This design comes from an exercise in tuning for small area on the open sky130 flow, not from production work. Only simulation tests tie the RTL to the original design; equivalence was not proved. Power and IR drop assume default switching activity. No driver is modelled on the clock port, so clocking that relies on it looks cheaper here than on a real chip.

==> flow/design.v <==
`default_nettype none
module dcache_top (
  input  logic        CLK,
  input  logic        nRST,
  input  logic        cpu_ren,
  input  logic        cpu_wen,
  input  logic        cpu_halt,
  input  logic [31:0] cpu_addr,
  input  logic [31:0] cpu_store,
  output logic        cpu_hit,
  output logic [31:0] cpu_load,
  output logic        cpu_flushed,
  output logic        mem_ren,
  output logic        mem_wen,
  output logic [31:0] mem_addr,
  output logic [31:0] mem_store,
  input  logic        dwait,
  input  logic [31:0] dload
);
  localparam logic [3:0] IDLE    = 4'b0000;
  localparam logic [3:0] WB0     = 4'b0100;
  localparam logic [3:0] WB1     = 4'b0101;
  localparam logic [3:0] FILL0   = 4'b0010;
  localparam logic [3:0] FILL1   = 4'b0011;
  localparam logic [3:0] FCHK    = 4'b1000;
  localparam logic [3:0] FW0     = 4'b1100;
  localparam logic [3:0] FW1     = 4'b1101;
  localparam logic [3:0] FLUSHED = 4'b1001;
  logic [3:0]  state_q, state_d;
  logic [3:0]  cnt_q, cnt_d;    
  logic        st_flush, st_wen, st_ren, st_second, st_idle;
  assign st_flush  = state_q[3];
  assign st_wen    = state_q[2];
  assign st_ren    = state_q[1];
  assign st_second = state_q[0];
  assign st_idle   = (state_q == IDLE);
  logic [25:0] req_tag;
  logic [2:0]  req_index;
  logic        req_word;
  logic        req;
  assign req_tag   = cpu_addr[31:6];
  assign req_index = cpu_addr[5:3];
  assign req_word  = cpu_addr[2];
  assign req       = cpu_ren | cpu_wen;
  logic [15:0]       valid_q;    
  logic [15:0]       dirty_q;
  logic [15:0][25:0] tag_q;
  logic [7:0]        lru_q;      
  logic [31:0][31:0] data_q;     
  logic [2:0]  idx;
  assign idx = st_flush ? cnt_q[3:1] : req_index;
  logic        v0, v1, d0, d1, lru;
  logic [25:0] t0, t1;
  assign v0  = valid_q[{1'b0, idx}];
  assign v1  = valid_q[{1'b1, idx}];
  assign d0  = dirty_q[{1'b0, idx}];
  assign d1  = dirty_q[{1'b1, idx}];
  assign t0  = tag_q[{1'b0, idx}];
  assign t1  = tag_q[{1'b1, idx}];
  assign lru = lru_q[idx];
  logic m0, m1, hit;
  assign m0  = v0 && (t0 == req_tag);
  assign m1  = v1 && (t1 == req_tag);
  assign hit = m0 | m1;
  logic way;
  assign way = st_idle ? m1 : cnt_q[0];
  logic victim_way, need_wb;
  assign victim_way = !v0 ? 1'b0 : !v1 ? 1'b1 : lru;
  assign need_wb    = v0 && v1 && (lru ? d1 : d0);
  logic        rd_word;
  logic [31:0] rd_data;
  assign rd_word = st_wen ? st_second : req_word;
  assign rd_data = data_q[{way, idx, rd_word}];
  logic [25:0] sel_tag;
  assign sel_tag = cnt_q[0] ? t1 : t0;
  assign cpu_load    = rd_data;
  assign mem_store   = rd_data;
  assign mem_ren     = st_ren;
  assign mem_wen     = st_wen;
  assign cpu_flushed = (state_q == FLUSHED);
  assign mem_addr    = {st_wen ? sel_tag : req_tag, idx,
                        st_wen ? st_second : (req_word ^ st_second), 2'b00};
  logic hit_now;
  assign hit_now = st_idle && req && hit;
  assign cpu_hit = hit_now || (st_ren && st_second && !dwait);
  logic        we;
  logic        wr_word;
  logic [31:0] wr_data;
  assign we      = st_ren || (hit_now && cpu_wen);
  assign wr_word = req_word ^ st_second;
  assign wr_data = (cpu_wen && !st_second) ? cpu_store : dload;
  logic [15:0] line_sel;
  for (genvar l = 0; l < 16; l++)
  begin : g_sel
    assign line_sel[l] = ({way, idx} == 4'(l));
  end
  for (genvar l = 0; l < 16; l++)
  begin : g_line
    always_ff @(posedge CLK, negedge nRST)
    begin
      if (!nRST)
        valid_q[l] <= 1'b0;
      else if (line_sel[l] && we)
        valid_q[l] <= 1'b1;
      else if (line_sel[l] && st_flush)
        valid_q[l] <= 1'b0;
    end
    always_ff @(posedge CLK)
    begin
      if (line_sel[l] && we)
      begin
        dirty_q[l] <= cpu_wen;
        tag_q[l]   <= req_tag;
      end
    end
    for (genvar w = 0; w < 2; w++)
    begin : g_word
      always_ff @(posedge CLK)
      begin
        if (line_sel[l] && we && wr_word == 1'(w))
          data_q[{l, 1'(w)}] <= wr_data;
      end
    end
  end
  for (genvar s = 0; s < 8; s++)
  begin : g_lru
    always_ff @(posedge CLK)
    begin
      if (idx == 3'(s) && (hit_now || st_ren))
        lru_q[s] <= !way;
    end
  end
  always_ff @(posedge CLK, negedge nRST)
  begin
    if (!nRST)
      state_q <= IDLE;
    else
      state_q <= state_d;
  end
  always_ff @(posedge CLK)
  begin
    cnt_q <= cnt_d;
  end
  logic line_done;
  assign line_done = (state_q == FCHK && !(cnt_q[0] ? v1 && d1 : v0 && d0))
                  || (state_q == FW1 && !dwait);
  always_comb
  begin
    state_d = state_q;
    cnt_d   = cnt_q;
    case (state_q)
      IDLE:
      begin
        cnt_d = {3'b000, req && victim_way};
        if (req)
        begin
          if (!hit)
            state_d = need_wb ? WB0 : FILL0;
        end
        else if (cpu_halt)
          state_d = FCHK;
      end
      WB0:     if (!dwait) state_d = WB1;
      WB1:     if (!dwait) state_d = FILL0;
      FILL0:   if (!dwait) state_d = FILL1;
      FILL1:   if (!dwait) state_d = IDLE;
      FCHK:    if (!line_done) state_d = FW0;
      FW0:     if (!dwait) state_d = FW1;
      FW1:     ;  
      FLUSHED: state_d = FLUSHED;
      default: state_d = IDLE;
    endcase
    if (line_done)
    begin
      cnt_d   = cnt_q + 4'd1;
      state_d = (cnt_q == 4'd15) ? FLUSHED : FCHK;
    end
  end
endmodule
`default_nettype wire
==> flow/run.sh <==
#!/bin/bash
# synth_recipe.tcl (not shown) runs the flow's synth.tcl, then flattens the netlist and writes it again
# the make line also repeats each setting of config.mk as NAME=value (left out here)
make -C /OpenROAD-flow-scripts/flow DESIGN_CONFIG=/design/flow/config.mk WORK_HOME=/design/flow/orfs CLKGATE_MAP_FILE= SYNTH_SCRIPT=/design/flow/synth_recipe.tcl finish
==> flow/config.mk <==
export PLATFORM = sky130hd
export DESIGN_NAME = dcache_top
export DESIGN_NICKNAME = dcache_top
export VERILOG_FILES = /design/flow/design.v
export SDC_FILE = /design/flow/constraint.sdc
export NUM_CORES = 4
export LEC_CHECK = 0
export ABC_AREA = 1
export CAP_MARGIN = 20
export CORE_MARGIN = 2
export CORE_UTILIZATION = 65
export PLACE_DENSITY = 0.75
export SLEW_MARGIN = 20
==> flow/constraint.sdc <==
create_clock -name core_clock -period 12.0 [get_ports {CLK}]
set_input_delay 2.4000 -clock core_clock [delete_from_list [all_inputs] [get_ports {CLK}]]
set_output_delay 2.4000 -clock core_clock [all_outputs]
set_load 0.01 [all_outputs]
==> results.toml, run 1 <==
[cts]
htree_num_levels = 4
cts_max_path_buffers = 3
postCtsSetupRepairBufs = 0
cts_tree = "yes"
numCtsBuffers = 145
worstSkewPairLatency_ns = 0.77
cts_resized = 0
cts_sinks = 1488
root_buffer = "clkbuf_16"
cts_hold_buf = 0
clk_pin_slew_ns = 0.06

[min_path]
min_to = "valid_q[4]"
hold-path-cell-count = 2
hold_path_class = "flop to flop"
worstHoldStart = "valid_q[4]"

[die]
io_pins = 202
coreArea_um2 = 94900
rows = 113
die-height_um = 313
fp.dieW_um = 313
dieArea_um2 = 98200
start_util_pct = 65.6

[synth]
ys_warn_count = 1
synth_seq_cells = 1488
async_reset_ff_share_pct = 1.34
synthDistinctLibCells = 40
syn_area_um2 = 62200
ys_seq_area_share_pct = 71.7
ys_dominant_reg_cell = "edfxtp_1"
synth_area_leaders = "edfxtp_1 71%, nand2_1 6.7%, nor2_1 5.4%, o21ai_0 5.1%, inv_1 2.4%"
postSynthCellCount = 5457
yosysTopAreaCell = "edfxtp_1"
synth_edf_count = 1468
synth_top_area_share_pct = 70.9
avgSynthCellArea_um2 = 11.4

[place]
dpl_worst_slack_ns = 1.79
io_buffers = 197
routabilityCongestion = 0.902
dpl.hpwl_um = 87900

[sta]
worstMarginPinSlew_ns = 1.13
post-route-period-util_pct = 86.0
drv_slew = 0
finalClockSkew_ns = 0.0224
setup_violations = 0
finalSetupTns_ns = 0
max_freq_mhz = 96.9
setup_ws_ns = 1.68
hold_violations = 0
min_period_ns = 10.32
slew_headroom_pct = 24.7
rsz0062_at_grt = "false"

[cells_and_area]
area_growth_pct = 12.4
nets = 5664
drive_above_1_share_pct = 6.98
fillCellCount = 6138

[setup_path]
critPathMostFrequentCell = "nand2_1"
cp.buffers_inverters = 5
regToRegSetupSlack_ns = 5.14
r2r.worst_path.cells = 22
path_cells = "clkdlybuf4s50_1, inv_1, nand2_4, nand2_4, nand2_4, inv_2, nand2_1, nand3_1, nand2_1, nand2_1, and2_1, nand2_1, nor2_1, nand2_1, nor2_1, nand3_2, nand2_2, buf_4, nand2_1, nand2_1, clkdlybuf4s50_1"
crit_required_ns = 9.60
slowest_delay_ns = 0.68
worstReg2RegStart = "state_q[3]"
critPathArrivalTime_ns = 7.92
cp_max_fo = 48
crit_slowest_cell = "buf_4"
cp-end-kind = "output port"
cpLargestDelayFamily = "simple AND/OR/NAND/NOR gates"
cp-start-kind = "input port"
path_class = "input port to output port"
r2r_end = "data_q[617]"

[outcome]
status = "no timing/DRC/antenna violations"

[global_routing]
grt_max_degree = 244
grt_pass1_vias = 40300
gr-total-overflow = 0
grt_usage_pct = 35.0
grt_pass1_wl_um = 250000
antenna_found_initial = 8

[pwr]
p_sw_mw = 6.12
power_density_nw_per_um2 = 236
power.leakage_nw = 25.7
clkPwrFrac_pct = 26.7
ir_drop_mv = 0.280
p_comb_share_pct = 35.5
p_int_mw = 10.4
switching_share_pct = 37.1
seqPwrFrac_pct = 37.8

[route]
vias_per_cell = 6.11
ant_nets = 0
drt-pass1-iter-count = 5
drt_wl_total_um = 171000
drc = 0
vias = 42400
avgRoutedWirePerCell_um = 24.6
initialDrtViolationCount = 5902

[flow_run]
cap_violations = 0
[cells by family (layout without fill, tap and decap cells)]
group	Yosys count	in the layout	share of synthesized area [%]
compound gates	903	903	8.07
xor+xnor	4	4	0.0563
fa+ha+maj	1	1	0.0201
buf+inv	729	942	4.88
flops	1488	1488	71.7
mux	32	32	0.579
other cells	1	8	0.00603
simple gates	2299	2299	14.7
[tightest hold or removal path: stages, from the launching register on]
cell,delay (ns)
dfrtp_1,0.34
nand2_1,0.05
nand2_1,0.06
[registers in the layout, indices dropped and copies added (netlist names)]
signal   flops
data_q    1024
valid_q     16
dirty_q     16
tag_q      416
lru_q        8
cnt_q        4
state_q      4
[layer usage]
| metal | track usage, % | wire length [µm] | up-vias |
|---|---|---|---|
| met1 | 45.8 | 61000 | 20100 |
| met2 | 56.9 | 81900 | 2754 |
| li1 | - | - | 19000 |
| met5 | 0 | 15 | - |
| met3 | 7.18 | 20000 | 508 |
| met4 | 16.4 | 8200 | 2 |
[layout make-up]
class	count	area, µm²	share of cell area, %
timing repair buffer	285	2740	3.92
multi-input combinational	3241	14900	21.3
clock inverter	82	741	1.06
sequential	1488	44600	63.8
clock buffer	175	3800	5.44
inverter	400	1510	2.17
antenna	6	15.0	0.0215
tap	1265	1580	2.26
[cells in the final DEF (no fill, tap or decap), types with 65 or more instances in the layout]
cell type / instances
edfxtp_1: 1468
nand2_1: 1109
nor2_1: 865
o21ai_0: 633
inv_1: 392
nand3_1: 203
clkdlybuf4s50_1: 196
o22ai_1: 162
clkbuf_16: 148
buf_4: 79
o2111ai_1: 65
[through the flow]
stage | power, mW | instances | area (µm²) | hold slack [ns] | util, %
5_1_grt | 17.2 | 6942 | 69900 | 0.503 | 73.7
2_1_floorplan | 9.83 | 5458 | 62200 | 0.442 | -
3_5_place_dp | 12.0 | 6679 | 65300 | 0.465 | 68.8
3_3_place_gp | 11.9 | 6679 | 65300 | 0.457 | 68.9
4_1_cts | 16.4 | 6936 | 69900 | 0.478 | 73.6
6_report | 16.5 | 6942 | 69900 | 0.482 | 73.7
[power groups by stage]
stage          Sequential, mW  Clock (mW)  Combinational (mW)
2_1_floorplan            6.30           0                3.53
3_3_place_gp             6.33           0                5.61
3_5_place_dp             6.34           0                5.70
4_1_cts                  6.23        4.42                5.76
5_1_grt                  6.25        4.61                6.30
6_report                 6.23        4.40                5.86
[synth_stat cells, drive strengths merged, types with 2 or more instances]
library cell	n
a211oi	3
a21oi	11
a22oi	4
buf	132
clkbuf	197
clkinv	2
dfrtp	20
edfxtp	1468
inv	398
mux2	32
nand2	1134
nand3	204
nand3b	29
nand4	23
nor2	899
nor3	4
o2111ai	65
o21ai	655
o22ai	162
or2	5
xor2	3
[worst max-delay path by stage]
stage	depth (start not counted)	start	slack [ns]	end
after global routing	21	cpu_addr[3]	1.45	mem_store[24]
after global placement	21	cpu_addr[3]	1.88	mem_store[31]
after CTS	21	cpu_addr[3]	1.78	mem_store[24]
after detailed placement	21	cpu_addr[3]	1.79	mem_store[24]
final	21	cpu_addr[3]	1.68	mem_store[31]
after floorplan	19	cpu_addr[4]	5.08	mem_store[10]
==> run 2: changes to the inputs <==
--- a/flow/config.mk
+++ b/flow/config.mk
@@ -8,6 +8,5 @@
 export ABC_AREA = 1
 export CAP_MARGIN = 20
 export CORE_MARGIN = 2
-export CORE_UTILIZATION = 65
-export PLACE_DENSITY = 0.75
+export CORE_UTILIZATION = 40
 export SLEW_MARGIN = 20
==> run 2 against run 1 <==
Compared with the run above: non-clock buffer count grew 6; die area rose by 62%; fmax grew 1.2%; design area up 2.1%; critical path type unchanged; largest cell class unchanged.
==> results.toml, run 2 <==
[global_routing]
antenna_found_initial = 4
gr-total-overflow = 0
grt_pass1_wl_um = 265000
grt_max_degree = 192
grt_pass1_vias = 39400
grt_usage_pct = 22.9

[setup_path]
r2r.worst_path.cells = 20
cp-start-kind = "input port"
regToRegSetupSlack_ns = 5.43
cp-end-kind = "output port"
critPathArrivalTime_ns = 7.79
crit_required_ns = 9.60
path_class = "input port to output port"
cp_max_fo = 48

[cells_and_area]
drive_above_1_share_pct = 7.22
layout_commonest_cell = "edfxtp_1"
top_register = "data_q"
fillCellCount = 13900
final_cell_mix = "1468 x edfxtp_1, 1109 x nand2_1, 865 x nor2_1, 633 x o21ai_0, 384 x inv_1"
area_growth_pct = 14.7
reg_top3 = "data_q: 1024 flops, tag_q: 416 flops"
largest_reg_flops = 1024
nets = 5680

[route]
initialDrtViolationCount = 4705
ant_nets = 0
drt_wl_total_um = 184000
drc = 0
vias = 42000
avgRoutedWirePerCell_um = 23.7
drt-pass1-iter-count = 5
vias_per_cell = 5.42

[synth]
synth_top_area_share_pct = 70.9
ys_dominant_reg_cell = "edfxtp_1"
synth_commonest_cells = "1468 x edfxtp_1, 1112 x nand2_1, 896 x nor2_1"
avgSynthCellArea_um2 = 11.4
postSynthCellCount = 5457
syn_area_um2 = 62200
synthDistinctLibCells = 40
yosysTopAreaCell = "edfxtp_1"
ys_seq_area_share_pct = 71.7
synth_seq_cells = 1488
synth_edf_count = 1468
yosysMostFrequentCell = "edfxtp_1"
ys_warn_count = 1
synth_area_leaders = "edfxtp_1 71%, nand2_1 6.7%, nor2_1 5.4%, o21ai_0 5.1%, inv_1 2.4%"
async_reset_ff_share_pct = 1.34

[sta]
min_period_ns = 10.19
max_freq_mhz = 98.1
slew_headroom_pct = 25.2
setup_ws_ns = 1.81
finalSetupTns_ns = 0
finalClockSkew_ns = 0.0904
post-route-period-util_pct = 84.9
setup_violations = 0
hold_violations = 0
rsz0062_at_grt = "false"
worstMarginPinSlew_ns = 1.12
drv_slew = 0

[cts]
postCtsSetupRepairBufs = 0
clk_pin_slew_ns = 0.06
htree_num_levels = 4
cts_max_path_buffers = 3
cts_tree = "yes"
worstSkewPairLatency_ns = 0.82
numCtsBuffers = 155
cts_resized = 0
cts_sinks = 1488
root_buffer = "clkbuf_16"
cts_hold_buf = 0

[die]
start_util_pct = 40.3
fp.dieW_um = 398
rows = 144
io_pins = 202
coreArea_um2 = 154000
die-height_um = 398
dieArea_um2 = 159000

[place]
io_buffers = 197
routabilityCongestion = 0.849
dpl_worst_slack_ns = 1.89
dpl.hpwl_um = 97200

[outcome]
status = "no timing/DRC/antenna violations"

[min_path]
hold_path_class = "flop to flop"
hold-path-cell-count = 2

[pwr]
power.leakage_nw = 25.9
ir_drop_mv = 0.263
power_density_nw_per_um2 = 237

[flow_run]
cap_violations = 0
## run 2: cell counts after synthesis
No cell type changed its count.
## run 2: worst paths after layout
check,from,end
setup / recovery,cpu_addr[3],mem_store[21]
hold / removal,valid_q[11],valid_q[11]
setup reg to reg,state_q[3],data_q[291]
hold reg to reg,valid_q[11],valid_q[11]
max in group asynchronous,nRST,valid_q[1]
min in group asynchronous,nRST,valid_q[2]
## run 2: critical path: stages
cell	delay, ns
clkdlybuf4s50_1	0.54
inv_1	0.15
nand2_4	0.13
nand2_4	0.35
nand2_4	0.09
inv_2	0.62
nand2_1	0.11
nand3_1	0.12
nand2_1	0.05
nand2_1	0.28
and2_1	0.17
nand2_1	0.05
nor2_1	0.10
nand2_1	0.05
nor2_1	0.15
nand3_2	0.09
buf_4	0.23
nand2_2	0.10
buf_4	0.68
nand2_1	0.23
nand2_1	0.40
clkdlybuf4s50_1	0.62
## run 2: layout make-up
type                            count  area, µm²  share of cell area [%]
Timing Repair Buffer              291       2790                    3.91
Multi-Input combinational cell   3241      14900                    20.9
Antenna cell                        2       5.00                 0.00701
Sequential cell                  1488      44600                    62.5
Inverter                          400       1510                    2.12
Clock inverter                     95        947                    1.33
Tap cell                         2044       2560                    3.58
Clock buffer                      191       4070                    5.70
## run 2: metrics by stage
stage	instance area (µm²)	hold slack, ns	utilization, %	power (mW)	cells
2_1_floorplan	62200	0.442	-	9.83	5458
3_3_place_gp	66300	0.455	43.0	12.2	7464
3_5_place_dp	66300	0.467	43.0	12.3	7464
4_1_cts	71400	0.481	46.3	17.0	7750
5_1_grt	71400	0.507	46.3	17.7	7752
6_report	71400	0.478	46.3	16.9	7752
## run 2: logic make-up (layout without fill, tap and decap cells)
| family | after synthesis | after routing | synth area share, % |
|---|---|---|---|
| flip-flops | 1488 | 1488 | 71.7 |
| other | 1 | 4 | 0.00603 |
| buffers and inverters | 729 | 977 | 4.88 |
| XOR/XNOR | 4 | 4 | 0.0563 |
| adder cells (fa/ha/maj) | 1 | 1 | 0.0201 |
| multiplexers | 32 | 32 | 0.579 |
| AND/OR/NAND/NOR | 2299 | 2299 | 14.7 |
| AO/OA/AOI/OAI | 903 | 903 | 8.07 |
## run 2: metal layers
layer / part of all wire, % / GRT usage [%] / vias up
met1: 42 / 32.0 / 20700
li1: - / - / 19100
met2: 46 / 36.5 / 1938
met5: 0 / 0 / -
met3: 8.5 / 3.96 / 297
met4: 2.7 / 6.97 / 0
## run 2: where the power goes
part           leakage (nW)  switching [mW]  internal (mW)  total, mW
Combinational          9.97            4.23           1.74       5.98
Clock                  2.43            2.07           2.66       4.73
Sequential             13.5          0.0997           6.14       6.24
==> run 3: changes to the inputs <==
--- a/flow/design.v
+++ b/flow/design.v
@@ -70,7 +70,20 @@
   logic        rd_word;
   logic [31:0] rd_data;
   assign rd_word = st_wen ? st_second : req_word;
-  assign rd_data = data_q[{way, idx, rd_word}];
+  logic [7:0]       set_oh;
+  logic [3:0][31:0] col;
+  always_comb
+  begin
+    for (int i = 0; i < 8; i++)
+      set_oh[i] = (idx == 3'(i));
+    for (int c = 0; c < 4; c++)
+    begin
+      col[c] = '0;
+      for (int i = 0; i < 8; i++)
+        col[c] = col[c] | (data_q[{c[1], i[2:0], c[0]}] & {32{set_oh[i]}});
+    end
+  end
+  assign rd_data = col[{way, rd_word}];
   logic [25:0] sel_tag;
   assign sel_tag = cnt_q[0] ? t1 : t0;
   assign cpu_load    = rd_data;
==> flow/flow/run.sh (new file) <==
#!/bin/bash
# Own layout flow: the standard ORFS flow (standard.sh), with the synthesis
# run through synth_recipe.tcl unchanged except that the final ABC mapping uses
# an area-oriented script (flow/abc_amap.script); every tool's output goes to
# a log of its own in this folder.
set -euo pipefail
W=$PWD
{
  cat <<'TCL'
# map combinational logic with flow/abc_amap.script instead of ORFS's script
proc abc {args} {
  set i [lsearch -exact $args -script]
  if {$i >= 0} { lset args [expr {$i + 1}] $::env(FLOW_ABC_SCRIPT) }
  yosys abc {*}$args
}
TCL
  cat synth_recipe.tcl
} > own_synth.tcl
export FLOW_ABC_SCRIPT=$W/flow/abc_amap.script
EXTRA=(SYNTH_SCRIPT=$W/own_synth.tcl)
if [[ -f flow/extra.mk ]]; then
  while read -r line; do [[ -n "$line" ]] && EXTRA+=("$line"); done < flow/extra.mk
fi
bash standard.sh "${EXTRA[@]}" synth > synth.log 2>&1
bash standard.sh "${EXTRA[@]}" finish > layout.log 2>&1
==> flow/flow/abc_amap.script (new file) <==
strash
dch -f
amap
==> flow/flow/extra.mk (new file) <==
BUFFER_PORTS_ARGS=-buffer_cell sky130_fd_sc_hd__buf_1
==> flow/standard.sh (new file) <==
#!/bin/bash
# synth_recipe.tcl (not shown) runs the flow's synth.tcl, then flattens the netlist and writes it again
# the make line also repeats each setting of config.mk as NAME=value (left out here)
make -C /OpenROAD-flow-scripts/flow DESIGN_CONFIG=/design/flow/config.mk WORK_HOME=/design/flow/orfs CLKGATE_MAP_FILE= SYNTH_SCRIPT=/design/flow/synth_recipe.tcl "${@:-finish}"
--- a/flow/config.mk
+++ b/flow/config.mk
@@ -8,5 +8,9 @@
 export ABC_AREA = 1
 export CAP_MARGIN = 20
 export CORE_MARGIN = 2
-export CORE_UTILIZATION = 40
+export CORE_UTILIZATION = 65
+export CTS_BUF_LIST = sky130_fd_sc_hd__clkbuf_8
+export CTS_CLUSTER_DIAMETER = 40
+export CTS_CLUSTER_SIZE = 20
+export PLACE_DENSITY = 0.75
 export SLEW_MARGIN = 20
removed: flow/run.sh
==> run 3 against run 2 <==
Compared with the run above: sequential power is 8.7% lower; clock skew fell by 0.030 ns; area after synthesis shrank 12%; flip-flop and latch count unchanged; fmax shrank 7.6%; critical path type unchanged.
==> results.toml, run 3 <==
[outcome]
status = "no timing/DRC/antenna violations"

[synth]
synth_edf_count = 1468
synth_area_leaders = "edfxtp_1 81%, a222oi_1 3.9%, o22a_1 2.1%, o221ai_1 1.6%, a22oi_1 1.3%"
ys_dominant_reg_cell = "edfxtp_1"
synth_top_family_by_area = "compound AO/OA/AOI/OAI gates"
synth_top_area_share_pct = 80.7
synth_seq_cells = 1488
ys_seq_area_share_pct = 81.6
yosysMostFrequentCell = "edfxtp_1"
synth-simple-area-share_pct = 3.09
synthDistinctLibCells = 38
synthMuxAreaShare_pct = 0
postSynthCellCount = 2952
synth_commonest_cells = "1468 x edfxtp_1, 213 x a222oi_1, 148 x nand2_1"
avgSynthCellArea_um2 = 18.5
async_reset_ff_share_pct = 1.34
synth-compound-area-share_pct = 14.2
ys_warn_count = 1
synth_adder_area_share_pct = 0.0229
syn_area_um2 = 54600
yosysTopAreaCell = "edfxtp_1"
synth_xor_area_share_pct = 0

[global_routing]
grt_usage_pct = 33.5
antenna_found_initial = 2
grt_pass1_vias = 32300
grt_max_degree = 130
grt_pass1_wl_um = 209000
gr-total-overflow = 0

[place]
dp.cells = 4302
routabilityCongestion = 0.890
dpl.hpwl_um = 72300
io_buffers = 197

[sta]
post-route-period-util_pct = 91.9
slew_headroom_pct = 23.6
finalClockSkew_ns = 0.0600
max_freq_mhz = 90.6
worstMarginPinSlew_ns = 1.14
hold_violations = 0
finalSetupTns_ns = 0
rsz0062_at_grt = "false"
drv_slew = 0
min_period_ns = 11.03
setup_violations = 0

[min_path]
worstHoldStart = "valid_q[5]"
hold_path_class = "flop to flop"

[cts]
numCtsBuffers = 147
clk_pin_slew_ns = 0.07
postCtsSetupRepairBufs = 0
cts_tree = "yes"
cts_resized = 0
cts_max_path_buffers = 3
htree_num_levels = 4
cts_hold_buf = 0
cts_sinks = 1488
worstSkewPairLatency_ns = 0.86
root_buffer = "clkbuf_8"

[cells_and_area]
nets = 3474
fin_cells = 4583
final_cell_mix = "1468 x edfxtp_1, 213 x a222oi_1, 196 x buf_1, 150 x clkbuf_8, 143 x nand2_1"
drive_above_1_share_pct = 12.4
reg_top3 = "data_q: 1024 flops, tag_q: 416 flops"
layout_commonest_cell = "edfxtp_1"
area_growth_pct = 12.0
top_register = "data_q"
largest_reg_flops = 1024

[route]
ant_nets = 0
drt-pass1-iter-count = 15
vias = 33400
drc = 0
drt_wl_total_um = 146000
avgRoutedWirePerCell_um = 31.8
initialDrtViolationCount = 5969
vias_per_cell = 7.29

[die]
rows = 106
coreArea_um2 = 83400
io_pins = 202
dieArea_um2 = 86400
fp.dieW_um = 294
start_util_pct = 65.5
die-height_um = 294

[setup_path]
cp-startpoint = "cpu_addr[4]"
critPathArrivalTime_ns = 8.63
crit_required_ns = 9.60
cp_max_fo = 52
cp-end-kind = "output port"
cp-start-kind = "input port"
worstReg2RegStart = "state_q[3]"
path_class = "input port to output port"

[pwr]
ir_drop_mv = 0.132
power_density_nw_per_um2 = 151
power.leakage_nw = 18.1

[flow_run]
cap_violations = 0
## run 3: changes by cell type in the layout (fill, tap and decap cells not counted), moves of 196 or more
cell / delta
nand2_1: -966
nor2_1: -795
o21ai_0: -555
inv_1: -378
a222oi_1: +213
clkdlybuf4s50_1: -197
buf_1: +196
## run 3: cell type report
class | instances | area [µm²]
Timing Repair Buffer | 303 | 1670
Sequential cell | 1488 | 44600
Inverter | 82 | 310
Antenna cell | 7 | 17.5
Fill cell | 4808 | 22200
Clock buffer | 150 | 2060
Multi-Input combinational cell | 1349 | 10000
Clock inverter | 124 | 1200
Tap cell | 1080 | 1350
## run 3: per-stage QoR
| stage | hold slack, ns | cell area [µm²] | power (mW) | worst slack, ns | utilization (%) |
|---|---|---|---|---|---|
| floorplan | 0.505 | 54800 | 5.89 | 0.461 | - |
| global placement | 0.520 | 57900 | 5.96 | 1.30 | 69.4 |
| detailed placement | 0.527 | 57900 | 5.96 | 1.17 | 69.4 |
| CTS | 0.540 | 61200 | 9.26 | 1.14 | 73.3 |
| global route | 0.546 | 61200 | 9.46 | 0.815 | 73.4 |
| finish | 0.540 | 61200 | 9.24 | 0.966 | 73.4 |
## run 3: worst max-delay path, cell delays in order
cell       delay (ns)
buf_1            0.13
o22ai_1          0.55
clkinv_1         0.43
nand2_4          0.66
buf_4            0.27
o22ai_1          0.08
o32ai_1          0.41
a21oi_1          0.16
a211oi_1         0.53
o2111ai_1        0.21
or4_1            0.61
nor3_1           0.43
o22ai_4          0.13
inv_2            0.79
buf_4            0.35
a32o_1           0.24
buf_1            0.17
## run 3: report_power, final
group,leakage [nW],switching [mW],internal [mW]
Combinational,3.13,0.119,0.0308
Sequential,13.4,0,5.70
Clock,1.62,1.88,1.51
## run 3: logic make-up after synthesis
group / Yosys count
buffers and inverters: 116
AOI/OAI and AO/OA: 960
and+or+nand+nor: 386
adders and majority gates: 1
DFF: 1488
other: 1
## run 3: worst paths after layout
kind	end	slack, ns	cells past startpoint
worst max-delay path	cpu_load[17]	0.97	17
worst max register to register	data_q[114]	2.72	21
worst min register to register	valid_q[5]	0.54	2
max in group asynchronous	valid_q[14]	10.12	1
min in group asynchronous	state_q[3]	1.49	1
worst min-delay path	valid_q[5]	0.54	2
## run 3: per-layer routing
layer	vias up	GRT usage, %	wire (µm)
li1	13900	-	-
met1	16600	45.2	51000
met2	2580	54.0	70500
met3	385	6.89	18200
met4	0	14.2	5910
met5	-	0.113	0
==> run 4: changes to the inputs <==
--- a/flow/config.mk
+++ b/flow/config.mk
@@ -10,7 +10,7 @@
 export CORE_MARGIN = 2
 export CORE_UTILIZATION = 65
 export CTS_BUF_LIST = sky130_fd_sc_hd__clkbuf_8
-export CTS_CLUSTER_DIAMETER = 40
-export CTS_CLUSTER_SIZE = 20
+export CTS_CLUSTER_DIAMETER = 60
+export CTS_CLUSTER_SIZE = 16
 export PLACE_DENSITY = 0.75
 export SLEW_MARGIN = 20
==> run 4 against run 3 <==
Compared with the run above: global-route usage fell by 0.46 points; setup slack better by 0.018 ns; design area decreased by 2.4%; clock skew decreased by 0.0093 ns; routed wire length fell by 1.0%; sequential share of layout area is 1.8 points higher; core utilization is 1.7 points lower; die area unchanged; total power decreased by 9.9%; clock-buffer cell count down 38; still clean; combinational power barely moved; first-iteration DRC count decreased by 4.2%.
==> results.toml, run 4 <==
[global_routing]
grt_pass1_vias = 32000
grt_pass1_wl_um = 207000
grt_max_degree = 130
grt_usage_pct = 33.0
gr-total-overflow = 0
antenna_found_initial = 4

[route]
vias = 32800
vias_per_cell = 7.38
ant_nets = 0
initialDrtViolationCount = 5717
drt_wl_total_um = 144000
drc = 0
drt-pass1-iter-count = 19
avgRoutedWirePerCell_um = 32.4

[min_path]
hold_path_class = "flop to flop"

[place]
io_buffers = 197
dpl.hpwl_um = 72300
placed_area_um2 = 57900
dp.cells = 4302
routabilityCongestion = 0.890

[setup_path]
cp-end-kind = "output port"
cp.buffers_inverters = 6
crit_required_ns = 9.60
path_class = "input port to output port"
path_cells = "buf_1, o22ai_1, clkinv_1, nand2_4, buf_4, o22ai_1, o32ai_1, a21oi_1, a211oi_1, o2111ai_1, or4_1, nor3_1, o22ai_4, inv_2, buf_4, o32a_1, buf_1"
slowest_delay_ns = 0.80
cpLargestDelayFamily = "compound AO/OA/AOI/OAI gates"
cp_max_fo = 52
cp-start-kind = "input port"
crit_slowest_cell = "inv_2"
critPathArrivalTime_ns = 8.62

[sta]
min_period_ns = 11.02
rsz0062_at_grt = "false"
finalClockSkew_ns = 0.0508
finalSetupTns_ns = 0
worstMarginPinSlew_ns = 1.14
setup_violations = 0
drv_slew = 0
post-route-period-util_pct = 91.8
max_freq_mhz = 90.8
hold_violations = 0
slew_headroom_pct = 24.1

[synth]
ys_seq_area_share_pct = 81.6
synth_area_leaders = "edfxtp_1 81%, a222oi_1 3.9%, o22a_1 2.1%, o221ai_1 1.6%, a22oi_1 1.3%"
synth_edf_count = 1468
ys_warn_count = 1
syn_area_um2 = 54600
synth_top_area_share_pct = 80.7
synth_seq_cells = 1488
synthDistinctLibCells = 38
synth_commonest_cells = "1468 x edfxtp_1, 213 x a222oi_1, 148 x nand2_1"
postSynthCellCount = 2952
async_reset_ff_share_pct = 1.34
yosysMostFrequentCell = "edfxtp_1"
avgSynthCellArea_um2 = 18.5
ys_dominant_reg_cell = "edfxtp_1"
yosysTopAreaCell = "edfxtp_1"

[cts]
htree_num_levels = 3
postCtsSetupRepairBufs = 0
cts_hold_buf = 0
clk_pin_slew_ns = 0.10
cts_sinks = 1488
cts_resized = 0
worstSkewPairLatency_ns = 0.78
numCtsBuffers = 108
root_buffer = "clkbuf_8"
cts_tree = "yes"
cts_max_path_buffers = 3

[cells_and_area]
layout_commonest_cell = "edfxtp_1"
largest_reg_flops = 1024
fin_util_pct = 71.6
area_growth_pct = 9.38
drive_above_1_share_pct = 9.12
final_cell_mix = "1468 x edfxtp_1, 213 x a222oi_1, 196 x buf_1, 143 x nand2_1, 131 x o22a_1"
nets = 3435
fin_area_um2 = 59800
fillCellCount = 4946
top_register = "data_q"
reg_top3 = "data_q: 1024 flops, tag_q: 416 flops"
fin_cells = 4447

[die]
io_pins = 202
start_util_pct = 65.5
dieArea_um2 = 86400
die-height_um = 294
fp.dieW_um = 294
rows = 106
coreArea_um2 = 83400

[pwr]
power.leakage_nw = 17.5
power_density_nw_per_um2 = 139
ir_drop_mv = 0.126

[flow_run]
cap_violations = 0

[outcome]
status = "no timing/DRC/antenna violations"
==> run 4: cell counts after synthesis <==
No cell type changed its count.
==> run 4: final timing paths <==
path                                       to  depth (start not counted)  slack (ns)   startpoint
worst max-delay path            mem_store[19]                         17        0.98  cpu_addr[4]
worst min-delay path               valid_q[2]                          2        0.54   valid_q[2]
worst max register to register    data_q[112]                         21        2.77   state_q[3]
worst min register to register     valid_q[2]                          2        0.54   valid_q[2]
max in group asynchronous          valid_q[0]                          1       10.06         nRST
min in group asynchronous          valid_q[7]                          1        1.59         nRST
==> run 4: cell type report <==
class                      count  area [µm²]  area share (%)
sequential                  1488       44600            74.6
multi-input combinational   1349       10000            16.7
timing repair buffer         303        1670            2.79
clock buffer                 112        1540            2.58
tap                         1080        1350            2.26
inverter                      82         310           0.519
clock inverter                31         284           0.475
antenna                        2        5.00         0.00838
==> run 4: through the flow <==
stage | setup WS, ns | power, mW | hold WS, ns
after floorplan | 0.461 | 5.89 | 0.505
after global placement | 1.30 | 5.96 | 0.520
after detailed placement | 1.17 | 5.96 | 0.527
after CTS | 1.13 | 8.32 | 0.544
after global routing | 0.813 | 8.52 | 0.550
final | 0.984 | 8.32 | 0.540
==> run 4: tightest hold or removal path, cell delays in order (launching register included) <==
cell,delay [ns]
dfrtp_1,0.38
clkinv_1,0.06
o21ai_0,0.07
==> run 4: routing by layer <==
metal  part of all wire (%)  up-vias  global-route usage (%)
met5                  0.028        -                       0
met4                    4.2        4                    13.4
met3                     13      378                    6.45
met2                     48     2576                    53.6
met1                     35    16200                    44.8
li1                       -    13700                       -
==> run 4: kinds of logic after synthesis <==
| group | share of synthesized area (%) |
|---|---|
| AND/OR/NAND/NOR | 3.09 |
| adder cells (fa/ha/maj) | 0.0229 |
| other | 0.00686 |
| flip-flops | 81.6 |
| AO/OA/AOI/OAI | 14.2 |
| buffers and inverters | 1.03 |
==> run 4: power by group <==
part           internal (mW)  total [mW]  switching (mW)  leakage [nW]
combinational         0.0308       0.150           0.119          3.13
clock                  0.944        2.47            1.53         0.974
sequential              5.70        5.70               0          13.4
==> run 5: changes to the inputs <==
--- a/flow/design.v
+++ b/flow/design.v
@@ -49,15 +49,26 @@
   logic [31:0][31:0] data_q;     
   logic [2:0]  idx;
   assign idx = st_flush ? cnt_q[3:1] : req_index;
+  logic [7:0]  set_oh;
   logic        v0, v1, d0, d1, lru;
   logic [25:0] t0, t1;
-  assign v0  = valid_q[{1'b0, idx}];
-  assign v1  = valid_q[{1'b1, idx}];
-  assign d0  = dirty_q[{1'b0, idx}];
-  assign d1  = dirty_q[{1'b1, idx}];
-  assign t0  = tag_q[{1'b0, idx}];
-  assign t1  = tag_q[{1'b1, idx}];
-  assign lru = lru_q[idx];
+  always_comb
+  begin
+    for (int i = 0; i < 8; i++)
+      set_oh[i] = (idx == 3'(i));
+    v0 = 1'b0; v1 = 1'b0; d0 = 1'b0; d1 = 1'b0; lru = 1'b0;
+    t0 = '0;   t1 = '0;
+    for (int i = 0; i < 8; i++)
+    begin
+      v0  = v0  | (valid_q[i]     & set_oh[i]);
+      v1  = v1  | (valid_q[8 + i] & set_oh[i]);
+      d0  = d0  | (dirty_q[i]     & set_oh[i]);
+      d1  = d1  | (dirty_q[8 + i] & set_oh[i]);
+      lru = lru | (lru_q[i]       & set_oh[i]);
+      t0  = t0  | (tag_q[i]       & {26{set_oh[i]}});
+      t1  = t1  | (tag_q[8 + i]   & {26{set_oh[i]}});
+    end
+  end
   logic m0, m1, hit;
   assign m0  = v0 && (t0 == req_tag);
   assign m1  = v1 && (t1 == req_tag);
@@ -70,20 +81,26 @@
   logic        rd_word;
   logic [31:0] rd_data;
   assign rd_word = st_wen ? st_second : req_word;
-  logic [7:0]       set_oh;
-  logic [3:0][31:0] col;
+  logic [3:0]        col_oh;
+  logic [31:0]       word_oh;
+  logic [10:0][31:0] grp;
   always_comb
   begin
-    for (int i = 0; i < 8; i++)
-      set_oh[i] = (idx == 3'(i));
     for (int c = 0; c < 4; c++)
-    begin
-      col[c] = '0;
-      for (int i = 0; i < 8; i++)
-        col[c] = col[c] | (data_q[{c[1], i[2:0], c[0]}] & {32{set_oh[i]}});
-    end
-  end
-  assign rd_data = col[{way, rd_word}];
+      col_oh[c] = ({way, rd_word} == 2'(c));
+    for (int i = 0; i < 32; i++)
+      word_oh[i] = set_oh[i[3:1]] & col_oh[{i[4], i[0]}];
+    for (int k = 0; k < 11; k++)
+    begin
+      grp[k] = '0;
+      for (int j = 0; j < 3; j++)
+        if (3 * k + j < 32)
+          grp[k] = grp[k] | (data_q[3 * k + j] & {32{word_oh[3 * k + j]}});
+    end
+  end
+  assign rd_data = ((grp[0] | grp[1]) | (grp[2] | grp[3])) |
+                   ((grp[4] | grp[5]) | (grp[6] | grp[7])) |
+                   ((grp[8] | grp[9]) | grp[10]);
   logic [25:0] sel_tag;
   assign sel_tag = cnt_q[0] ? t1 : t0;
   assign cpu_load    = rd_data;
--- a/flow/flow/run.sh
+++ b/flow/flow/run.sh
@@ -1,8 +1,11 @@
 #!/bin/bash
-# Own layout flow: the standard ORFS flow (standard.sh), with the synthesis
-# run through synth_recipe.tcl unchanged except that the final ABC mapping uses
-# an area-oriented script (flow/abc_amap.script); every tool's output goes to
-# a log of its own in this folder.
+# Own layout flow: the standard ORFS flow (standard.sh) with two changes to
+# synthesis, which otherwise runs synth_recipe.tcl unchanged:
+#  - yosys synth also gets -noabc (no generic ABC pass before mapping), so the
+#    RTL's and-or structure reaches the final mapping;
+#  - the final ABC mapping uses flow/abc_amap.script (area-oriented).
+# Extra make variables (port buffer cell, CTS options) come from flow/extra.mk.
+# Every tool's output goes to a log of its own in this folder.
 set -euo pipefail
 W=$PWD
 {
@@ -14,8 +17,9 @@
   yosys abc {*}$args
 }
 TCL
-  cat synth_recipe.tcl
+  sed 's/yosys synth -nofsm -noshare /yosys synth -nofsm -noshare -noabc /' synth_recipe.tcl
 } > own_synth.tcl
+grep -q -- '-nofsm -noshare -noabc' own_synth.tcl
 export FLOW_ABC_SCRIPT=$W/flow/abc_amap.script
 EXTRA=(SYNTH_SCRIPT=$W/own_synth.tcl)
 if [[ -f flow/extra.mk ]]; then
==> flow/flow/extra.mk (replaced) <==
BUFFER_PORTS_ARGS=-buffer_cell sky130_fd_sc_hd__buf_1
CTS_ARGS=-sink_clustering_enable -repair_clock_nets -dont_use_dummy_load -buf_list sky130_fd_sc_hd__clkbuf_8 -sink_clustering_size 16 -sink_clustering_max_diameter 60
==> run 5 against run 4 <==
Compared with the run above: critical endpoint is now mem_store[4]; fmax down 6.9%; combinational power rose to 23 times the previous value; die area decreased by 1.1%; non-clock buffer count grew 7; highest routed layer is now met4; design area is 1.0% lower; synthesized cell count fell by 1.9%; still clean on timing, DRC and antenna; total power rose by 44%.
==> results.toml, run 5 <==
[synth]
avgSynthCellArea_um2 = 18.7
synth_top_area_share_pct = 81.6
synthDistinctLibCells = 36
synth_edf_count = 1468
syn_area_um2 = 54000
synth_area_leaders = "edfxtp_1 82%, a222oi_1 6.3%, nor2_1 1.3%, a22oi_1 1.3%, clkinv_1 1.0%"
synth_seq_cells = 1488
yosysMostFrequentCell = "edfxtp_1"
yosysTopAreaCell = "edfxtp_1"
postSynthCellCount = 2895
ys_dominant_reg_cell = "edfxtp_1"
synth_commonest_cells = "1468 x edfxtp_1, 338 x a222oi_1, 187 x nor2_1"
ys_warn_count = 1
async_reset_ff_share_pct = 1.34
ys_seq_area_share_pct = 82.6

[cells_and_area]
final_cell_mix = "1468 x edfxtp_1, 338 x a222oi_1, 196 x buf_1, 149 x clkinv_1, 111 x nand2_1"
largest_reg_flops = 1024
register_area_um2 = 44600
nets = 3383
multi_input_area_um2 = 9190
top_register = "data_q"
layout_commonest_cell = "edfxtp_1"
drive_above_1_share_pct = 10.3
reg_top3 = "data_q: 1024 flops, tag_q: 416 flops"
area_growth_pct = 9.54
fillCellCount = 4863

[route]
vias = 31400
initialDrtViolationCount = 5665
ant_nets = 0
vias_per_cell = 7.22
highest_layer = "met4"
wl_met1_um = 46800
wl_met3_um = 16000
drt_wl_total_um = 137000
drc = 0
avgRoutedWirePerCell_um = 31.6
wl_met2_um = 67900
drt-pass1-iter-count = 10

[sta]
hold_ws_ns = 0.544
finalClockSkew_ns = 0.0702
min_period_ns = 11.84
max_freq_mhz = 84.5
worstMarginPinSlew_ns = 1.16
setup_ws_ns = 0.165
finalSetupTns_ns = 0
rsz0062_at_grt = "false"
drv_slew = 0
setup_violations = 0
post-route-period-util_pct = 98.6
hold_violations = 0
slew_headroom_pct = 22.4

[min_path]
min_to = "valid_q[1]"
hold-path-cell-count = 2
worstHoldStart = "valid_q[1]"
hold_path_class = "flop to flop"

[setup_path]
cp-start-kind = "input port"
r2r.worst_path.cells = 22
critPathMostFrequentCell = "buf_4"
path_class = "input port to output port"
crit_required_ns = 9.60
regToRegSetupSlack_ns = 3.46
crit_slowest_cell = "or4_1"
slowest_delay_ns = 0.66
cp_max_fo = 20
r2r_end = "data_q[974]"
worstReg2RegStart = "state_q[3]"
cp-end-kind = "output port"
critPathArrivalTime_ns = 9.44

[place]
dpl.hpwl_um = 77800
io_buffers = 197
routabilityCongestion = 0.954
dpl_worst_slack_ns = -0.131

[pwr]
clkPwrFrac_pct = 18.6
p_int_mw = 7.99
ir_drop_mv = 0.210
power_density_nw_per_um2 = 203
switching_share_pct = 33.4
power_mw = 12.0
p_sw_mw = 4.00
p_comb_share_pct = 28.5
power.leakage_nw = 17.9
seqPwrFrac_pct = 52.9

[global_routing]
antenna_found_initial = 2
grt_usage_pct = 31.7
grt_pass1_wl_um = 196000
grt_max_degree = 60
gr-total-overflow = 0
grt_pass1_vias = 30900

[outcome]
status = "no timing/DRC/antenna violations"

[cts]
cts_tree = "yes"
cts_sinks = 1488
worstSkewPairLatency_ns = 0.78
cts_max_path_buffers = 3
numCtsBuffers = 105
root_buffer = "clkbuf_8"
htree_num_levels = 3
cts_hold_buf = 0
clk_pin_slew_ns = 0.09

[flow_run]
cap_violations = 0

[die]
coreArea_um2 = 82100
rows = 105
start_util_pct = 65.8
io_pins = 202
fp.dieW_um = 292
die-height_um = 292
dieArea_um2 = 85400
run 5: cell types whose count changed in the layout (fill, tap and decap cells not counted), sizes merged, moves of 30 or more:
cell / delta
a222oi: +125
o22a: -100
o221ai: -98
nor2: +77
clkinv: +59
nand4: +51
o21ai: -48
o22ai: -39
nand2: -36
a31oi: -33
or4: +31
a22o: +30
run 5: per-layer routing:
metal  vias to the layer above  GRT usage (%)
met4                         0           14.2
met2                      2326           53.0
met5                         -              0
met3                       366           4.93
met1                     15500           42.0
li1                      13200              -
run 5: how the worst max path moves through the flow:
stage	depth (start not counted)	to	from
after global routing	26	mem_store[4]	cpu_addr[4]
after global placement	23	cpu_load[18]	cpu_addr[3]
final	26	mem_store[4]	cpu_addr[4]
after CTS	26	mem_store[18]	cpu_addr[4]
after detailed placement	23	mem_store[18]	cpu_addr[3]
after floorplan	19	mem_store[0]	cpu_addr[4]
run 5: area by class of cell:
cell class	instances	share of cell area, %
tap	1070	2.26
sequential	1488	75.4
multi-input combinational	1224	15.5
clock buffer	105	2.44
inverter	150	0.952
timing repair buffer	310	3.42
antenna	1	0.00423
run 5: worst max-delay path: cells and delay by family:
kind / cells / cell delay [ns]
AOI/OAI and AO/OA: 9 / 2.24
buffers and inverters: 7 / 1.65
and+or+nand+nor: 10 / 3.08
run 5: cell families (layout without fill, tap and decap cells):
kind of cell | Yosys count | in the layout | synth area share, %
AOI/OAI and AO/OA | 740 | 740 | 11.7
and+or+nand+nor | 480 | 480 | 4.18
buffers and inverters | 184 | 565 | 1.52
DFF | 1488 | 1488 | 82.6
other | 1 | 3 | 0.00695
adders and majority gates | 2 | 2 | 0.0463
run 5: what timing repair did:
action                                  in CTS  in global routing
gates cloned                                 0                  0
endpoints found under the setup margin      18                 62
setup buffers                                0                  0
pin swaps                                    0                  1
resized for setup                            1                  3
run 5: through the flow:
step	area (µm²)	utilization, %	std cells
after detailed placement	57400	69.9	4231
after floorplan	54100	-	2896
after CTS	58900	71.7	4336
final	59100	72.0	4348
after global placement	57200	69.6	4221
after global routing	59100	72.0	4348
run 5: power by group through the flow:
stage	Sequential [mW]	Clock [mW]	Combinational [mW]
5_1_grt	6.36	2.42	3.59
4_1_cts	6.35	2.23	3.34
3_5_place_dp	6.47	0	3.33
6_report	6.34	2.23	3.42
3_3_place_gp	6.45	0	3.24
2_1_floorplan	6.44	0	1.95
==> run 6: changes to the inputs <==
==> flow/config.mk (replaced) <==
export PLATFORM = sky130hd
export DESIGN_NAME = dcache_top
export DESIGN_NICKNAME = dcache_top
export VERILOG_FILES = /design/flow/design.v
export SDC_FILE = /design/flow/constraint.sdc
export NUM_CORES = 4
export LEC_CHECK = 0
export ABC_AREA = 1
export CAP_MARGIN = 5
export CORE_MARGIN = 2
export CORE_UTILIZATION = 65
export PLACE_DENSITY = 0.75
export SLEW_MARGIN = 5
==> run 6 against run 5 <==
Compared with the run above: total power decreased by 0.35%; first-iteration DRC count is 5.0% lower; sequential share of layout area up 0.68 points; largest cell class unchanged; design area decreased by 0.90%; die area unchanged; fmax is 0.73% higher; largest power group unchanged.
==> results.toml, run 6 <==
[outcome]
status = "no timing/DRC/antenna violations"

[cts]
htree_num_levels = 3
cts_tree = "yes"
clk_pin_slew_ns = 0.10
cts_sinks = 1488
numCtsBuffers = 105
cts_max_path_buffers = 3
root_buffer = "clkbuf_8"
worstSkewPairLatency_ns = 0.77

[place]
placed_area_um2 = 57200
dpl_worst_slack_ns = -0.159
dpl.hpwl_um = 75900
io_buffers = 197
routabilityCongestion = 0.954
dp.cells = 4221

[sta]
worstMarginPinSlew_ns = 1.36
hold_ws_ns = 0.542
setup_ws_ns = 0.251
setup_violations = 0
hold_violations = 0
finalClockSkew_ns = 0.0735
slew_headroom_pct = 9.45
drv_slew = 0
min_period_ns = 11.75
post-route-period-util_pct = 97.9
rsz0062_at_grt = "false"
max_freq_mhz = 85.1

[route]
ant_nets = 0
vias = 31300
initialDrtViolationCount = 5381
drt_wl_total_um = 136000
drt-pass1-iter-count = 8
vias_per_cell = 7.22
drc = 0
avgRoutedWirePerCell_um = 31.3

[global_routing]
met1_usage_pct = 41.5
gr-total-overflow = 0
grt_usage_pct = 31.7
antenna_found_initial = 2
gr-max-usage-layer = "met2"
grt_max_degree = 60
met2_usage_pct = 52.7
grt_pass1_vias = 31000
use_met3_pct = 4.92
grt_pass1_wl_um = 196000

[cells_and_area]
largest_reg_flops = 1024
fin_cells = 4328
register_area_um2 = 44600
nets = 3362
top_register = "data_q"
multi_input_area_um2 = 9160
reg_top3 = "data_q: 1024 flops, tag_q: 416 flops"
fillCellCount = 4906
final_cell_mix = "1468 x edfxtp_1, 338 x a222oi_1, 196 x buf_1, 149 x clkinv_1, 111 x nand2_1"
drive_above_1_share_pct = 8.94
fin_area_um2 = 58600
layout_commonest_cell = "edfxtp_1"
fin_util_pct = 71.4
area_growth_pct = 8.56

[setup_path]
r2r.worst_path.cells = 21
crit_required_ns = 9.60
critPathArrivalTime_ns = 9.35
regToRegSetupSlack_ns = 3.11
r2r_end = "data_q[849]"
path_class = "input port to output port"
worstReg2RegStart = "state_q[3]"
cp-end-kind = "output port"
cp-start-kind = "input port"
cp_max_fo = 21

[min_path]
worstHoldStart = "valid_q[13]"
hold_path_class = "flop to flop"
hold-path-cell-count = 2
min_to = "valid_q[13]"

[synth]
synth_edf_count = 1468
async_reset_ff_share_pct = 1.34
syn_area_um2 = 54000
synth_seq_cells = 1488
yosysMostFrequentCell = "edfxtp_1"
ys_dominant_reg_cell = "edfxtp_1"
synthDistinctLibCells = 36
yosysTopAreaCell = "edfxtp_1"
synth_area_leaders = "edfxtp_1 82%, a222oi_1 6.3%, nor2_1 1.3%, a22oi_1 1.3%, clkinv_1 1.0%"
ys_seq_area_share_pct = 82.6
postSynthCellCount = 2895
avgSynthCellArea_um2 = 18.7
synth_top_area_share_pct = 81.6
synth_commonest_cells = "1468 x edfxtp_1, 338 x a222oi_1, 187 x nor2_1"
ys_warn_count = 1

[flow_run]
cap_violations = 0

[pwr]
power.leakage_nw = 17.7
ir_drop_mv = 0.222
power_density_nw_per_um2 = 204

[die]
dieArea_um2 = 85400
die-height_um = 292
fp.dieW_um = 292
rows = 105
start_util_pct = 65.8
io_pins = 202
coreArea_um2 = 82100
run 6: cell counts after synthesis:
No cell type changed its count.
run 6: final cells by class:
class / count / area share (%)
sequential: 1488 / 76.1
multi-input combinational: 1224 / 15.6
timing repair buffer: 289 / 2.59
clock buffer: 105 / 2.47
tap: 1070 / 2.28
inverter: 150 / 0.961
antenna: 2 / 0.00854
run 6: what timing repair did:
action                     CTS  global route
resized for setup            1             3
setup endpoints to repair   35            64
hold buffers                 0             0
setup buffers                0             0
run 6: logic make-up (layout without fill, tap and decap cells):
family                     after synthesis  count (layout)  synth area share (%)
adders and majority gates                2               2                0.0463
AOI/OAI and AO/OA                      740             740                  11.7
other                                    1               4               0.00695
buffers and inverters                  184             544                  1.52
DFF                                   1488            1488                  82.6
and+or+nand+nor                        480             480                  4.18
run 6: critical path: stages:
cell       delay, ns
buf_1           0.08
o22ai_1         0.29
buf_4           0.27
nand2_1         0.16
nor2_4          0.51
buf_4           0.33
a22o_1          0.15
a221oi_1        0.04
and3_1          0.23
nor2_1          0.09
a21oi_1         0.05
a211oi_1        0.30
o2111ai_1       0.34
nor2_1          0.27
o2111ai_1       0.16
or3_1           0.42
o22ai_2         0.30
clkinv_1        0.24
buf_4           0.24
nand2_1         0.24
nor2_2          0.24
buf_4           0.33
a222oi_1        0.38
nand4_1         0.29
or4_1           0.74
buf_1           0.19
run 6: worst max path at each step:
stage | startpoint | endpoint | slack, ns | cells after the start
after floorplan | cpu_addr[4] | mem_store[0] | 0.08 | 19
after global routing | cpu_addr[4] | mem_store[18] | 0.02 | 26
after global placement | cpu_addr[3] | cpu_load[18] | 0.01 | 23
final | cpu_addr[4] | mem_store[11] | 0.25 | 26
after detailed placement | cpu_addr[3] | mem_store[18] | -0.16 | 23
after CTS | cpu_addr[3] | mem_store[18] | 0.02 | 23
run 6: through the flow:
| step | TNS [ns] | total power [mW] |
|---|---|---|
| 4_1_cts | 0 | 11.9 |
| 3_3_place_gp | 0 | 9.68 |
| 6_report | 0 | 11.9 |
| 2_1_floorplan | 0 | 8.39 |
| 3_5_place_dp | -1.06 | 9.78 |
| 5_1_grt | 0 | 12.3 |
run 6: layer usage:
| metal | up-vias | share of wire (%) |
|---|---|---|
| met4 | 2 | 5.2 |
| li1 | 13200 | - |
| met1 | 15400 | 34 |
| met3 | 368 | 11 |
| met5 | - | 0.0081 |
| met2 | 2315 | 49 |
run 6: report_power, final:
part / switching [mW] / internal (mW) / leakage (nW) / total, mW
sequential: 0.0867 / 6.26 / 13.4 / 6.35
clock: 1.44 / 0.781 / 0.755 / 2.22
combinational: 2.45 / 0.925 / 3.52 / 3.38
total: 3.98 / 7.97 / 17.7 / 11.9
==> run 7: changes to the inputs <==
==> flow/flow/abc_amap.script (replaced) <==
strash
dch -f
amap -F 8 -A 8 -C 1000
==> run 7 against run 6 <==
Compared with the run above: die area down 0.32%; design area about the same; fmax up 0.39%; global-route usage grew 1.2 points; synthesized cell count shrank 1.1%; critical path type unchanged; largest cell class unchanged.
==> results.toml, run 7 <==
[cells_and_area]
fin_util_pct = 71.5
final_cell_mix = "1468 x edfxtp_1, 366 x a222oi_1, 196 x buf_1, 173 x nand2_1, 130 x clkinv_1"
top_register = "data_q"
reg_top3 = "data_q: 1024 flops, tag_q: 416 flops"
layout_commonest_cell = "edfxtp_1"
drive_above_1_share_pct = 9.72
largest_reg_flops = 1024
nets = 3357
area_growth_pct = 8.94

[synth]
async_reset_ff_share_pct = 1.34
synth_top_area_share_pct = 81.9
ys_seq_area_share_pct = 82.8
synth_seq_cells = 1488
yosysTopAreaCell = "edfxtp_1"
synthDistinctLibCells = 35
synth_edf_count = 1468
ys_warn_count = 1
syn_area_um2 = 53800
ys_dominant_reg_cell = "edfxtp_1"
postSynthCellCount = 2862
synth_area_leaders = "edfxtp_1 82%, a222oi_1 6.8%, nand2_1 1.2%, a22oi_1 1.2%, nand4_1 0.96%"
synth_commonest_cells = "1468 x edfxtp_1, 366 x a222oi_1, 175 x nand2_1"
avgSynthCellArea_um2 = 18.8
yosysMostFrequentCell = "edfxtp_1"

[setup_path]
path_class = "input port to output port"
crit_slowest_cell = "or4_1"
cp_max_fo = 18
cp-start-kind = "input port"
crit_required_ns = 9.60
worstReg2RegStart = "state_q[3]"
regToRegSetupSlack_ns = 3.25
critPathMostFrequentCell = "or4_1"
cp-end-kind = "output port"
path_cells = "buf_1, o22ai_1, clkinv_1, nor2_4, buf_12, buf_4, a22o_1, a221oi_1, and3_1, nand2_1, o21ai_0, or4_1, or4_1, or4_1, o22ai_1, clkinv_1, nand2_2, nor2_2, buf_4, a222oi_1, nand4_1, or4_1, buf_1"
slowest_delay_ns = 0.75
r2r_end = "data_q[760]"
r2r.worst_path.cells = 22
critPathArrivalTime_ns = 9.30

[sta]
slew_headroom_pct = 11.0
setup_violations = 0
max_freq_mhz = 85.4
hold_violations = 0
finalClockSkew_ns = 0.0727
rsz0062_at_grt = "false"
worstMarginPinSlew_ns = 1.33
finalSetupTns_ns = 0
drv_slew = 0
post-route-period-util_pct = 97.5
min_period_ns = 11.70

[die]
coreArea_um2 = 82000
start_util_pct = 65.7
rows = 105
die-height_um = 292
fp.dieW_um = 292
dieArea_um2 = 85100
io_pins = 202

[pwr]
power_density_nw_per_um2 = 209
ir_drop_mv = 0.273
power.leakage_nw = 17.7

[cts]
root_buffer = "clkbuf_8"
worstSkewPairLatency_ns = 0.76
clk_pin_slew_ns = 0.10
cts_max_path_buffers = 3
postCtsSetupRepairBufs = 0
cts_tree = "yes"
htree_num_levels = 3
cts_sinks = 1488
numCtsBuffers = 105

[min_path]
worstHoldStart = "valid_q[7]"
hold_path_class = "flop to flop"
min_to = "valid_q[7]"
hold-path-cell-count = 2

[global_routing]
antenna_found_initial = 2
grt_pass1_wl_um = 202000
grt_usage_pct = 32.9
grt_pass1_vias = 31300
gr-total-overflow = 0
grt_max_degree = 41

[route]
drt-pass1-iter-count = 13
drc = 0
initialDrtViolationCount = 5963
drt_wl_total_um = 140000
vias = 31800
vias_per_cell = 7.36
avgRoutedWirePerCell_um = 32.4
ant_nets = 0

[outcome]
status = "no timing/DRC/antenna violations"

[place]
io_buffers = 197
dpl.hpwl_um = 80600
routabilityCongestion = 0.893

[flow_run]
cap_violations = 0
==> run 7: how the worst max path moves through the flow <==
stage                startpoint            end  slack [ns]  cells past startpoint
floorplan           cpu_addr[3]   mem_store[0]        0.06                     18
global placement    cpu_addr[5]  mem_store[14]        0.28                     23
detailed placement  cpu_addr[4]   mem_store[6]        0.18                     21
CTS                 cpu_addr[4]   mem_store[6]        0.16                     21
global route        cpu_addr[3]  mem_store[29]        0.02                     24
finish              cpu_addr[5]   mem_store[6]        0.30                     23
==> run 7: layout make-up <==
type                            instances  area [µm²]
Sequential cell                      1488       44600
Fill cell                            4819       23300
Multi-Input combinational cell       1211        9020
Timing Repair Buffer                  317        1740
Clock buffer                          105        1450
Tap cell                             1070        1340
Inverter                              130         488
Antenna cell                            4        10.0
==> run 7: routing by layer <==
layer,vias up,global-route usage (%),wire [µm]
met4,0,17.0,7710
li1,13200,-,-
met1,15700,43.2,46600
met3,388,5.50,18000
met5,-,0,0
met2,2619,53.8,67900
==> run 7: report_power, final <==
part / internal [mW] / total, mW / switching [mW]
Clock: 0.781 / 2.21 / 1.43
Combinational: 1.01 / 3.64 / 2.64
Sequential: 6.28 / 6.37 / 0.0922
==> run 7: kinds of logic after synthesis <==
kind of cell,count (synthesis),share of synthesized area (%)
AO/OA/AOI/OAI,715,11.3
other,1,0.00697
buffers and inverters,164,1.38
AND/OR/NAND/NOR,492,4.41
flip-flops,1488,82.8
adder cells (fa/ha/maj),2,0.0465
==> run 7: critical path: cells and delay by family <==
kind	cells	cell delay, ns
buf+inv	7	1.54
compound gates	6	1.20
simple gates	10	4.09
==> run 7: what timing repair did <==
action / 4_1_cts / 5_1_grt
endpoints found under the setup margin: 0 / 47
hold buffers: 0 / 0
gates resized for setup: 0 / 2
endpoints found under the hold margin: 0 / 0
==> run 7: through the flow <==
step / power [mW] / setup WS [ns] / instances / instance area, µm² / hold WS (ns)
2_1_floorplan: 8.49 / 0.0611 / 2863 / 53800 / 0.471
3_3_place_gp: 9.92 / 0.278 / 4216 / 57200 / 0.489
3_5_place_dp: 10.0 / 0.184 / 4216 / 57200 / 0.496
4_1_cts: 12.2 / 0.160 / 4321 / 58600 / 0.520
5_1_grt: 12.6 / 0.0208 / 4324 / 58600 / 0.547
6_report: 12.2 / 0.297 / 4325 / 58600 / 0.526
==> run 8: changes to the inputs <==
==> flow/flow/abc_amap.script (replaced) <==
strash
dch -f
amap
==> flow/flow/extra.mk (replaced) <==
BUFFER_PORTS_ARGS=-buffer_cell sky130_fd_sc_hd__buf_1
CTS_ARGS=-sink_clustering_enable -repair_clock_nets -dont_use_dummy_load -buf_list sky130_fd_sc_hd__clkbuf_16 -sink_clustering_size 30 -sink_clustering_max_diameter 80
==> run 8 against run 7 <==
Compared with the run above: still clean; via count shrank 2.5%; core utilization decreased by 0.20 points; global-route usage decreased by 1.4 points; routed wire length decreased by 3.3%; clock power about the same; clock-buffer cell count is 49 lower; hold slack improved by 0.016 ns; setup slack worse by 0.042 ns; sequential share of layout area is 0.088 points higher; fmax down 0.36%; die area is 0.32% higher; critical endpoint is now mem_store[11]; highest routed layer is now met5.
==> results.toml, run 8 <==
[synth]
synth_seq_cells = 1488
synth_top_area_share_pct = 81.6
avgSynthCellArea_um2 = 18.7
yosysTopAreaCell = "edfxtp_1"
synth_commonest_cells = "1468 x edfxtp_1, 338 x a222oi_1, 187 x nor2_1"
ys_dominant_reg_cell = "edfxtp_1"
ys_seq_area_share_pct = 82.6
async_reset_ff_share_pct = 1.34
synth_edf_count = 1468
synthDistinctLibCells = 36
ys_warn_count = 1
synth_area_leaders = "edfxtp_1 82%, a222oi_1 6.3%, nor2_1 1.3%, a22oi_1 1.3%, clkinv_1 1.0%"
syn_area_um2 = 54000
yosysMostFrequentCell = "edfxtp_1"
postSynthCellCount = 2895

[setup_path]
path_class = "input port to output port"
cp-startpoint = "cpu_addr[4]"
cp_max_fo = 21
cp-start-kind = "input port"
critPathArrivalTime_ns = 9.34
worstReg2RegStart = "state_q[3]"
regToRegSetupSlack_ns = 3.08
cp-end-kind = "output port"
r2r_end = "data_q[863]"
crit_required_ns = 9.60
r2r.worst_path.cells = 21

[outcome]
status = "no timing/DRC/antenna violations"

[pwr]
power_density_nw_per_um2 = 205
power.leakage_nw = 17.6
ir_drop_mv = 0.253

[cells_and_area]
layout_commonest_cell = "edfxtp_1"
top_register = "data_q"
nets = 3313
num_antenna_cells = 0
fin_cells = 4277
largest_reg_flops = 1024
final_cell_mix = "1468 x edfxtp_1, 338 x a222oi_1, 196 x buf_1, 149 x clkinv_1, 111 x nand2_1"
reg_top3 = "data_q: 1024 flops, tag_q: 416 flops"
drive_above_1_share_pct = 7.51
area_growth_pct = 8.46

[route]
initialDrtViolationCount = 5649
avgRoutedWirePerCell_um = 31.7
drc = 0
drt-pass1-iter-count = 7
vias = 31000
vias_per_cell = 7.25
ant_nets = 0
drt_wl_total_um = 135000

[sta]
min_period_ns = 11.74
setup_violations = 0
rsz0062_at_grt = "false"
slew_headroom_pct = 10.2
max_freq_mhz = 85.1
post-route-period-util_pct = 97.9
finalSetupTns_ns = 0
drv_slew = 0
finalClockSkew_ns = 0.0704
hold_violations = 0
worstMarginPinSlew_ns = 1.35
hold_ws_ns = 0.542

[die]
rows = 105
coreArea_um2 = 82100
fp.dieW_um = 292
io_pins = 202
die-height_um = 292
start_util_pct = 65.8
dieArea_um2 = 85400

[cts]
cts_resized = 1
numCtsBuffers = 56
cts_tree = "yes"
root_buffer = "clkbuf_16"
cts_hold_buf = 0
htree_num_levels = 2
clk_pin_slew_ns = 0.11
cts_max_path_buffers = 3
cts_sinks = 1488
worstSkewPairLatency_ns = 0.70
postCtsSetupRepairBufs = 0

[global_routing]
grt_pass1_wl_um = 195000
gr-total-overflow = 0
grt_pass1_vias = 30600
antenna_found_initial = 1
grt_max_degree = 60
grt_usage_pct = 31.5

[place]
dp.cells = 4221
routabilityCongestion = 0.954
dpl.hpwl_um = 75900
io_buffers = 197

[flow_run]
cap_violations = 0

[min_path]
min_to = "valid_q[13]"
hold-path-cell-count = 2
worstHoldStart = "valid_q[13]"
hold_path_class = "flop to flop"
## run 8: changes by cell type in the layout (fill, tap and decap cells not counted), sizes merged, moves of 27 or more
cell	before	now
nor2	136	187
o21ai	57	30
buf	316	288
nand2	175	112
a222oi	366	338
clkbuf	106	57
## run 8: worst max-delay path, cell delays in order
cell and delay (ns):
buf_1 0.08, o22ai_1 0.31, buf_4 0.27, nand2_1 0.16, nor2_4 0.52, buf_4 0.34, a22o_1 0.15, a221oi_1 0.04
and3_1 0.23, nor2_1 0.09, a21oi_1 0.05, a211oi_1 0.31, o2111ai_1 0.33, nor2_1 0.27, o2111ai_1 0.16, or3_1 0.42
o22ai_2 0.29, clkinv_1 0.23, buf_4 0.24, nand2_1 0.24, nor2_2 0.23, buf_4 0.33, a222oi_1 0.39, nand4_1 0.27
or4_1 0.74, buf_1 0.19
## run 8: stage by stage
| step | power (mW) | util, % | cell area [µm²] | setup WS, ns |
|---|---|---|---|---|
| final | 12.0 | 71.3 | 58600 | 0.255 |
| after global routing | 12.3 | 71.3 | 58600 | 0.0335 |
| after CTS | 11.9 | 71.3 | 58600 | 0.0336 |
| after detailed placement | 9.78 | 69.6 | 57200 | -0.159 |
| after global placement | 9.68 | 69.6 | 57200 | 0.0141 |
| after floorplan | 8.39 | - | 54100 | 0.0844 |
## run 8: layout make-up
class	count	area [µm²]
sequential	1488	44600
fill	4894	23500
multi-input combinational	1224	9160
timing repair buffer	289	1520
clock buffer	56	1400
tap	1070	1340
inverter	150	563
## run 8: report_power, final
part | total [mW] | switching, mW | internal [mW]
Sequential | 6.35 | 0.0876 | 6.26
Clock | 2.24 | 1.41 | 0.839
Combinational | 3.38 | 2.46 | 0.924
Total | 12.0 | 3.95 | 8.03
## run 8: cells by family after synthesis
family | count (synthesis) | synth area share, %
adders and majority gates | 2 | 0.0463
buffers and inverters | 184 | 1.52
other | 1 | 0.00695
AOI/OAI and AO/OA | 740 | 11.7
and+or+nand+nor | 480 | 4.18
DFF | 1488 | 82.6
## run 8: per-layer routing
metal  vias up  routed length (µm)  global-route usage, %
met3       319               15300                   4.30
met2      2180               67000                   53.1
met5         -                  11                      0
met1     15400               46800                   41.6
met4         2                6470                   14.3
li1      13100                   -                      -
## run 8: worst max-delay path by stage
stage | to | slack (ns) | depth (start not counted)
after floorplan | mem_store[0] | 0.08 | 19
final | mem_store[11] | 0.26 | 26
after detailed placement | mem_store[18] | -0.16 | 23
after global placement | cpu_load[18] | 0.01 | 23
after global routing | mem_store[18] | 0.03 | 26
after CTS | mem_store[18] | 0.03 | 23

Check on run 8: ideal ports give 0.255 ns setup slack; a clkbuf_16 on the clock port and buf_2 on the inputs give 0.233 ns; moving port delays by the midpoint clock arrival (0.729 ns) as well gives 0.233 ns.
